This is an optimization exercise on Yosys and OpenROAD, whose aim is small area and a short achievable clock period, not a production implementation.
The RTL was checked by simulation tests, not by an equivalence proof against the original design.
No activity file was given, so power comes from the tool's default toggle rates.

==> design/flow/run.sh <==
#!/bin/bash
# synth_recipe.tcl (not shown) runs the flow's synth.tcl, then flattens the netlist and writes it again
# the make line also repeats each setting of config.mk as NAME=value (left out here)
make -C /OpenROAD-flow-scripts/flow DESIGN_CONFIG=/design/flow/config.mk WORK_HOME=/design/flow/orfs CLKGATE_MAP_FILE= SYNTH_SCRIPT=/design/flow/synth_recipe.tcl finish
==> design/flow/config.mk <==
export PLATFORM = sky130hd
export DESIGN_NAME = inst_queue
export DESIGN_NICKNAME = inst_queue
export VERILOG_FILES = /design/flow/design.v
export SDC_FILE = /design/flow/constraint.sdc
export NUM_CORES = 4
export LEC_CHECK = 0
export CAP_MARGIN = 20
export CORE_MARGIN = 2
export CORE_UTILIZATION = 40
export SETUP_SLACK_MARGIN = 3.5
export SLEW_MARGIN = 20
==> design/flow/constraint.sdc <==
create_clock -name core_clock -period 6.0 [get_ports {clk}]
set_input_delay 1.2000 -clock core_clock [delete_from_list [all_inputs] [get_ports {clk}]]
set_output_delay 1.2000 -clock core_clock [all_outputs]
set_load 0.01 [all_outputs]
==> design/flow/design.v <==
package inst_queue_pkg;
    localparam int INST_W      = 32;
    localparam int PC_W        = 32;
    localparam int GROUP_W     = 128;
    localparam int FETCH_WIDTH = 4;
    function automatic int slot_lsb(input int slot);
        slot_lsb = GROUP_W - INST_W * (slot + 1);
    endfunction
    function automatic int slot_valid_bit(input int slot);
        slot_valid_bit = FETCH_WIDTH - 1 - slot;
    endfunction
    typedef struct packed {
        logic [PC_W-1:0]   pc;
        logic [INST_W-1:0] inst;
    } entry_t;
endpackage
import inst_queue_pkg::*;
module inst_compact
(
    input  logic [GROUP_W-1:0]     group,
    input  logic [FETCH_WIDTH-1:0] mask,
    input  logic [PC_W-1:0]        group_pc,
    input  logic [3:0]             start_oh,
    output logic [FETCH_WIDTH*(PC_W+INST_W)-1:0] lanes
);
    localparam int E_W = PC_W + INST_W;
    logic [3:0]  v;                     
    logic [15:0] item_sel;              
    logic [PC_W-1:4] pc_hi, pc_hi_inc;
    logic [1:0]  c01, c012;             
    assign v    = {mask[0], mask[1], mask[2], mask[3]};
    assign c01  = {1'b0, v[0]} + {1'b0, v[1]};
    assign c012 = c01 + {1'b0, v[2]};
    assign item_sel[0]  = v[0];
    assign item_sel[1]  = v[1] & (c01 == 2'd1);
    assign item_sel[2]  = v[2] & (c01 == 2'd0);
    assign item_sel[3]  = v[3] & (c012 == 2'd0);
    assign item_sel[4]  = 1'b0;
    assign item_sel[5]  = v[1] & (c01 == 2'd2);
    assign item_sel[6]  = v[2] & (c01 == 2'd1);
    assign item_sel[7]  = v[3] & (c012 == 2'd1);
    assign item_sel[8]  = 1'b0;
    assign item_sel[9]  = 1'b0;
    assign item_sel[10] = v[2] & (c01 == 2'd2);
    assign item_sel[11] = v[3] & (c012 == 2'd2);
    assign item_sel[12] = 1'b0;
    assign item_sel[13] = 1'b0;
    assign item_sel[14] = 1'b0;
    assign item_sel[15] = v[3] & (c012 == 2'd3);
    assign pc_hi     = group_pc[PC_W-1:4];
    assign pc_hi_inc = pc_hi + 1'b1;
    logic [3:0][2:0] mid_s;
    for (genvar s = 0; s < 4; s++) begin : g_mid
        assign mid_s[s] = {1'b0, group_pc[3:2]} + 3'(s);
    end
    for (genvar r = 0; r < 4; r++) begin : g_lane
        logic [3:0]        sel;
        logic [2:0]        mid;
        logic [INST_W-1:0] inst;
        assign sel  = ({4{start_oh[0]}} & item_sel[4*((r + 4 - 0) % 4) +: 4])
                    | ({4{start_oh[1]}} & item_sel[4*((r + 4 - 1) % 4) +: 4])
                    | ({4{start_oh[2]}} & item_sel[4*((r + 4 - 2) % 4) +: 4])
                    | ({4{start_oh[3]}} & item_sel[4*((r + 4 - 3) % 4) +: 4]);
        assign mid  = ({3{sel[0]}} & mid_s[0]) | ({3{sel[1]}} & mid_s[1])
                    | ({3{sel[2]}} & mid_s[2]) | ({3{sel[3]}} & mid_s[3]);
        assign inst = ({INST_W{sel[0]}} & group[GROUP_W-1 -: INST_W])
                    | ({INST_W{sel[1]}} & group[GROUP_W-1-INST_W -: INST_W])
                    | ({INST_W{sel[2]}} & group[GROUP_W-1-2*INST_W -: INST_W])
                    | ({INST_W{sel[3]}} & group[GROUP_W-1-3*INST_W -: INST_W]);
        assign lanes[r*E_W +: E_W] = {(mid[2] ? pc_hi_inc : pc_hi), mid[1:0], group_pc[1:0], inst};
    end
endmodule
import inst_queue_pkg::*;
module inst_queue
#(
    parameter int DEPTH = 16,
    parameter int DEQ_W = 2
) (
    input  logic                  clk,
    input  logic                  rst,
    input  logic                  flush,
    input  logic [PC_W-1:0]       group_pc,
    input  logic [GROUP_W-1:0]    inst_group,
    input  logic [FETCH_WIDTH-1:0] inst_group_valid,
    input  logic                  pre_valid,
    output logic                  out_ready,
    output logic [DEQ_W*INST_W-1:0] deq_inst,
    output logic [DEQ_W*PC_W-1:0] deq_pc,
    output logic [DEQ_W-1:0]      deq_valid,
    input  logic                  next_ready
);
    localparam int E_W = PC_W + INST_W;
    logic [E_W-1:0]   q [DEPTH];         
    logic [DEPTH:1]   th_q, th_d;        
    logic [3:0]       nm4_q, nm4_d;      
    logic             ordy_q, ordy_d;    
    logic [FETCH_WIDTH*E_W-1:0] lanes;
    logic [2:0]       n_items;
    logic [4:0]       add_oh;            
    logic [DEPTH:1]   base;              
    logic [3:0]       start_oh;          
    assign out_ready = ordy_q;
    assign deq_valid = th_q[2:1];
    assign n_items = 3'(inst_group_valid[0]) + 3'(inst_group_valid[1])
                   + 3'(inst_group_valid[2]) + 3'(inst_group_valid[3]);
    for (genvar a = 0; a < 5; a++) begin : g_add
        assign add_oh[a] = (pre_valid && ordy_q) ? (n_items == 3'(a)) : (a == 0);
    end
    assign base     = next_ready ? {2'b0, th_q[DEPTH:3]} : th_q;
    assign start_oh = !next_ready ? nm4_q : (th_q[2] ? {nm4_q[1:0], nm4_q[3:2]} : 4'b0001);
    inst_compact u_compact (
        .group    (inst_group),
        .mask     (inst_group_valid),
        .group_pc (group_pc),
        .start_oh (start_oh),
        .lanes    (lanes)
    );
    always_comb begin
        th_d = '0;
        for (int a = 0; a < 5; a++) begin
            if (add_oh[a]) th_d = th_d | (DEPTH'(base) << a) | DEPTH'((1 << a) - 1);
        end
        nm4_d = '0;
        for (int a = 0; a < 4; a++) begin
            if (add_oh[a]) nm4_d = nm4_d | 4'((start_oh << a) | (start_oh >> (4 - a)));
        end
        if (add_oh[4]) nm4_d = nm4_d | start_oh;
        if (flush) begin
            th_d  = '0;
            nm4_d = 4'b0001;
        end
        ordy_d = !th_d[13];
    end
    always_ff @(posedge clk or negedge rst) begin
        if (!rst) begin
            th_q   <= '0;
            nm4_q  <= 4'b0001;
            ordy_q <= 1'b1;
        end else begin
            th_q   <= th_d;
            nm4_q  <= nm4_d;
            ordy_q <= ordy_d;
        end
    end
    for (genvar i = 0; i < DEPTH; i++) begin : g_q
        logic hold, shift, load;
        logic [E_W-1:0] nxt;
        assign hold  = !next_ready && th_q[i + 1];
        if (i + 3 <= DEPTH) begin : g_sh
            assign shift = next_ready && th_q[i + 3];
            assign nxt   = ({E_W{hold}} & q[i]) | ({E_W{shift}} & q[i + 2])
                         | ({E_W{load}} & lanes[(i % 4) * E_W +: E_W]);
        end else begin : g_nsh
            assign shift = 1'b0;
            assign nxt   = ({E_W{hold}} & q[i]) | ({E_W{load}} & lanes[(i % 4) * E_W +: E_W]);
        end
        assign load = !hold && !shift;
        always_ff @(posedge clk) begin
            q[i] <= nxt;
        end
    end
    assign deq_inst[INST_W-1:0]        = q[0][INST_W-1:0];
    assign deq_pc[PC_W-1:0]            = q[0][E_W-1:INST_W];
    assign deq_inst[2*INST_W-1:INST_W] = q[1][INST_W-1:0];
    assign deq_pc[2*PC_W-1:PC_W]       = q[1][E_W-1:INST_W];
endmodule
==> summary.txt <==
Route
The number of vias in the routed layout is 41,400. The number of DRC violations after detailed routing is 0. The final wirelength is 191,000 µm. Dividing the detail-routed wire length by the instance count gives 31.0 µm. The post-detailed-route via-to-cell ratio is 6.72. The detailed router finished its first iteration with 6,446 violations. The count of nets left with antenna violations once routing finished came out at 0. The first TritonRoute pass finished after 12 iterations.

Worst setup path
Traced cell by cell, the critical path runs through buf_12, fa_2, buf_6, mux4_2, o211ai_1, buf_4, buf_8, buf_16, nand2_8, mux2i_4, inv_1. The worst register-to-register path begins at nm4_q[3]. The type of element launching the critical path is a primary input.

Data on the critical path is required at its endpoint by 6.43 ns. Data on the critical path arrives at its endpoint at 3.54 ns. The worst setup path is captured at a flip-flop. For flop-to-flop paths, the worst setup slack is 3.10 ns. Along the worst path, the maximum fanout reaches 7. The depth of the most critical reg-to-reg path is 7. The cell at the slowest stage of the critical path is sky130_fd_sc_hd__fa_2.

In this design, the stage delay of the slowest critical-path cell is 0.49 ns. The start-to-end type of the worst setup path is in -> reg.

Yosys
The summed instance area of the synthesized netlist is 0.0423 mm². The number of library cell types mapped by synthesis is 72. The number of synthesized register bits is 1,045. The post-synthesis net count is 4,447. The share of the Yosys chip area taken by registers is 0.527. The warning count from the yosys run is 2. After technology mapping, the gate count stands at 4,268. For this run, the leading register cell type out of synthesis is sky130_fd_sc_hd__dfxtp_1.

The number of synthesized flops with an enable pin is 128. The share of synthesized flip-flops with an asynchronous set or reset is 0.0201. A synthesized cell averages 9.92 µm².

Worst hold path
The hold-critical path endpoint is q[12][28]. The min-delay analysis places its worst path in the category reg -> reg. Counting instances, the worst hold path has a depth of 1.

STA
The number of slew-limit violations in the final report is 0. Dividing the final minimum period by the clock period gives 0.519. The final total negative setup slack is 0 ns. The worst pin sits at a relative slew slack of 0.198. The final critical-path required period is 3.11 ns. Derived from the worst setup path, the maximum achievable clock frequency is 321 MHz. The post-route worst setup slack is 2.89 ns. Setup repair after global routing could not meet its margin everywhere. The worst clock skew is 0.0323 ns. At the pin with the least slew margin, the transition time is 1.20 ns. The count of final hold-check violations is 0.

The final number of setup-violating endpoints is 0.

Floorplanning
The die outline width is 329 µm. The die covers 0.108 mm². The initialized floorplan defines 119 standard-cell rows.

The floorplan step set the die height to 329 µm. Pin placement for this block handled 300 I/O pins. The initial utilization of the core area, before any placement, comes to 0.403.

The floorplan step defined a core boundary enclosing 0.105 mm².

Global route
For this run, the total global-route usage over all layers was measured as 0.333. The first global-routing pass estimated 270,000 µm of wire. The via count of the first global-routing pass is 38,900. The pin count of the biggest net entering global routing is 66. The initial antenna violation count is 10. After global routing the overflow that remains totals 0.

Clock network
The number of H-tree levels is 3. The number of clock sinks is 1,045. The TritonCTS clock tree is built.

The buffer depth of the longest clock path is 3. The post-CTS clock slew at the launch and capture registers of the worst setup and hold paths is 0.06 ns. For the worst-skew pair, the clock arrives at the later sink with an insertion delay of 0.70 ns. The number of buffers inserted during clock tree synthesis is 107. CTS placed an instance of sky130_fd_sc_hd__clkbuf_16 at the clock tree root.

Finish
The net count of the finished layout is 4,840. The proportion of layout cells with a drive suffix above 1 is 0.355. The number of fill cells in the layout is 8,760.

The number of non-filler instances in the completed layout is 6,152. Once layout is complete, the utilization of the core stands at 0.573. The area growth from synthesis to layout is 42.3%.

Placed design
The post-placement worst setup slack is 1.26 ns. At the end of routability-driven placement, the weighted congestion stood at 0.929. The number of placed instances, taps included, is 5,628. The port buffer count is 299. The half-perimeter wire length after placement is 106,000 µm.

Power and ir drop
The power density of the placed cells is 341 mW/mm². VDD sags by at most 243 µV. In this run the static leakage power is 22.4 nW.

The design draws 20.5 mW.

Run status
The flow ran to the end and the layout has no timing, DRC or antenna violations.

Flow run
The number of maximum-capacitance constraint violations is 0.
## stage by stage
stage / hold WS (ns) / cell area, µm²
2_1_floorplan: 0.439 / 45200
5_1_grt: 0.487 / 60200
6_report: 0.461 / 60200
3_3_place_gp: 0.450 / 48700
4_1_cts: 0.467 / 58000
3_5_place_dp: 0.458 / 48700
## worst max-delay path, delay by kind of cell
family	cells	cell delay (ns)
multiplexers	2	0.59
AND/OR/NAND/NOR	1	0.13
AO/OA/AOI/OAI	1	0.27
adder cells (fa/ha/maj)	1	0.49
buffers and inverters	6	0.84
## worst max path at each step
stage                              from         to
floorplan           inst_group_valid[0]   th_q[10]
global placement    inst_group_valid[2]  flip-flop
detailed placement  inst_group_valid[3]  flip-flop
CTS                 inst_group_valid[2]  flip-flop
global route        inst_group_valid[2]  flip-flop
finish              inst_group_valid[2]  flip-flop
## final cells by class
cell class | instances | area, µm² | area share
multi-input combinational | 2667 | 24300 | 0.403
timing repair buffer | 704 | 7500 | 0.125
clock inverter | 50 | 503 | 0.00835
tap | 1391 | 1740 | 0.0289
clock buffer | 152 | 3150 | 0.0523
sequential | 1045 | 22500 | 0.373
antenna | 7 | 17.5 | 0.000291
inverter | 136 | 552 | 0.00916
## power by group
group	total, mW	internal (mW)	switching (mW)
combinational	4.59	1.99	2.60
sequential	9.01	8.30	0.713
clock	6.92	4.00	2.92
## cell usage after synthesis, types with 61 or more instances
cell type                  count  area (µm²)
sky130_fd_sc_hd__a21boi_1     83         623
sky130_fd_sc_hd__a21oi_1     208        1040
sky130_fd_sc_hd__a221o_1     137        1370
sky130_fd_sc_hd__a222oi_1    141        1410
sky130_fd_sc_hd__a22oi_1     730        5480
sky130_fd_sc_hd__clkbuf_1    367        1380
sky130_fd_sc_hd__dfxtp_1     896       17900
sky130_fd_sc_hd__edfxtp_1    128        3840
sky130_fd_sc_hd__inv_1       134         503
sky130_fd_sc_hd__nand2_1     138         518
sky130_fd_sc_hd__nor2_1       61         229
sky130_fd_sc_hd__o21ai_0     577        2890
sky130_fd_sc_hd__o21ai_1     160         801
sky130_fd_sc_hd__xnor2_1      95         832
## cell families (layout without fill, tap and decap cells)
| logic type | Yosys count | count (layout) | share of synthesized area |
|---|---|---|---|
| compound gates | 2192 | 2195 | 0.352 |
| xor+xnor | 96 | 96 | 0.0199 |
| fa+ha+maj | 10 | 10 | 0.00331 |
| buf+inv | 569 | 1042 | 0.0534 |
| flops | 1045 | 1045 | 0.527 |
| mux | 23 | 23 | 0.00606 |
| other cells | 0 | 7 | 0 |
| simple gates | 333 | 343 | 0.0379 |
## layer usage
metal	up-vias	track usage	part of all wire
li1	17500	-	-
met1	20400	0.426	0.38
met2	2862	0.504	0.44
met3	645	0.0819	0.11
met4	10	0.215	0.070
met5	-	0	0.00036
## what timing repair did
| item | in CTS | in global routing |
|---|---|---|
| gates cloned | 29 | 8 |
| hold buffers | 0 | 0 |
| endpoints found under the setup margin | 1298 | 1061 |
| pin swaps | 317 | 243 |
| resized for setup | 1270 | 511 |
| setup buffers | 221 | 57 |
## cells in the final DEF, fill, tap and decap left out, types with 18 or more instances in the layout
cell type and n:
sky130_fd_sc_hd__a222oi_1 141, sky130_fd_sc_hd__clkbuf_16 116, sky130_fd_sc_hd__a31oi_4 48, sky130_fd_sc_hd__inv_1 114
sky130_fd_sc_hd__clkinv_2 24, sky130_fd_sc_hd__dfxtp_4 28, sky130_fd_sc_hd__clkbuf_1 18, sky130_fd_sc_hd__buf_2 78
sky130_fd_sc_hd__a221o_1 133, sky130_fd_sc_hd__nand2_8 25, sky130_fd_sc_hd__mux2i_4 19, sky130_fd_sc_hd__a22oi_1 724
sky130_fd_sc_hd__clkdlybuf4s50_1 134, sky130_fd_sc_hd__clkbuf_2 23, sky130_fd_sc_hd__a21boi_4 96, sky130_fd_sc_hd__o21ai_1 514
sky130_fd_sc_hd__nor2_1 53, sky130_fd_sc_hd__a21oi_2 125, sky130_fd_sc_hd__a21oi_1 29, sky130_fd_sc_hd__dfxtp_1 821
sky130_fd_sc_hd__buf_6 82, sky130_fd_sc_hd__xnor2_2 51, sky130_fd_sc_hd__nand4_1 18, sky130_fd_sc_hd__dfxtp_2 47
sky130_fd_sc_hd__nand2_1 96, sky130_fd_sc_hd__clkbuf_8 24, sky130_fd_sc_hd__buf_4 211, sky130_fd_sc_hd__a221oi_1 32
sky130_fd_sc_hd__xnor2_4 42, sky130_fd_sc_hd__edfxtp_1 128, sky130_fd_sc_hd__buf_12 88, sky130_fd_sc_hd__a21oi_4 54
sky130_fd_sc_hd__clkdlybuf4s15_2 46, sky130_fd_sc_hd__o21ai_2 215

## what the ideal ports hide
The flow's constraints put no driver on any port. The routed layout listed below was extracted and timed again, unchanged, in two steps.
Step 1 assumes that a clkbuf_16 drives the clock port and a buf_2 every other input.
Step 2 also shifts input and output timing later by t, the mid clock arrival at the registers, as if the neighbouring blocks saw the same clock.
Slacks: ideal / step 1 / step 2; pairs: ideal / step 1.
t, ns: 0.747
setup slack, ns: 2.887 / 2.854 / 2.107
clock arrival spread, ns: 0.032 / 0.032
After both steps this run still meets setup and hold. For this run, drivers alone change the setup slack by -0.033 ns; drivers and shift together by -0.780 ns.
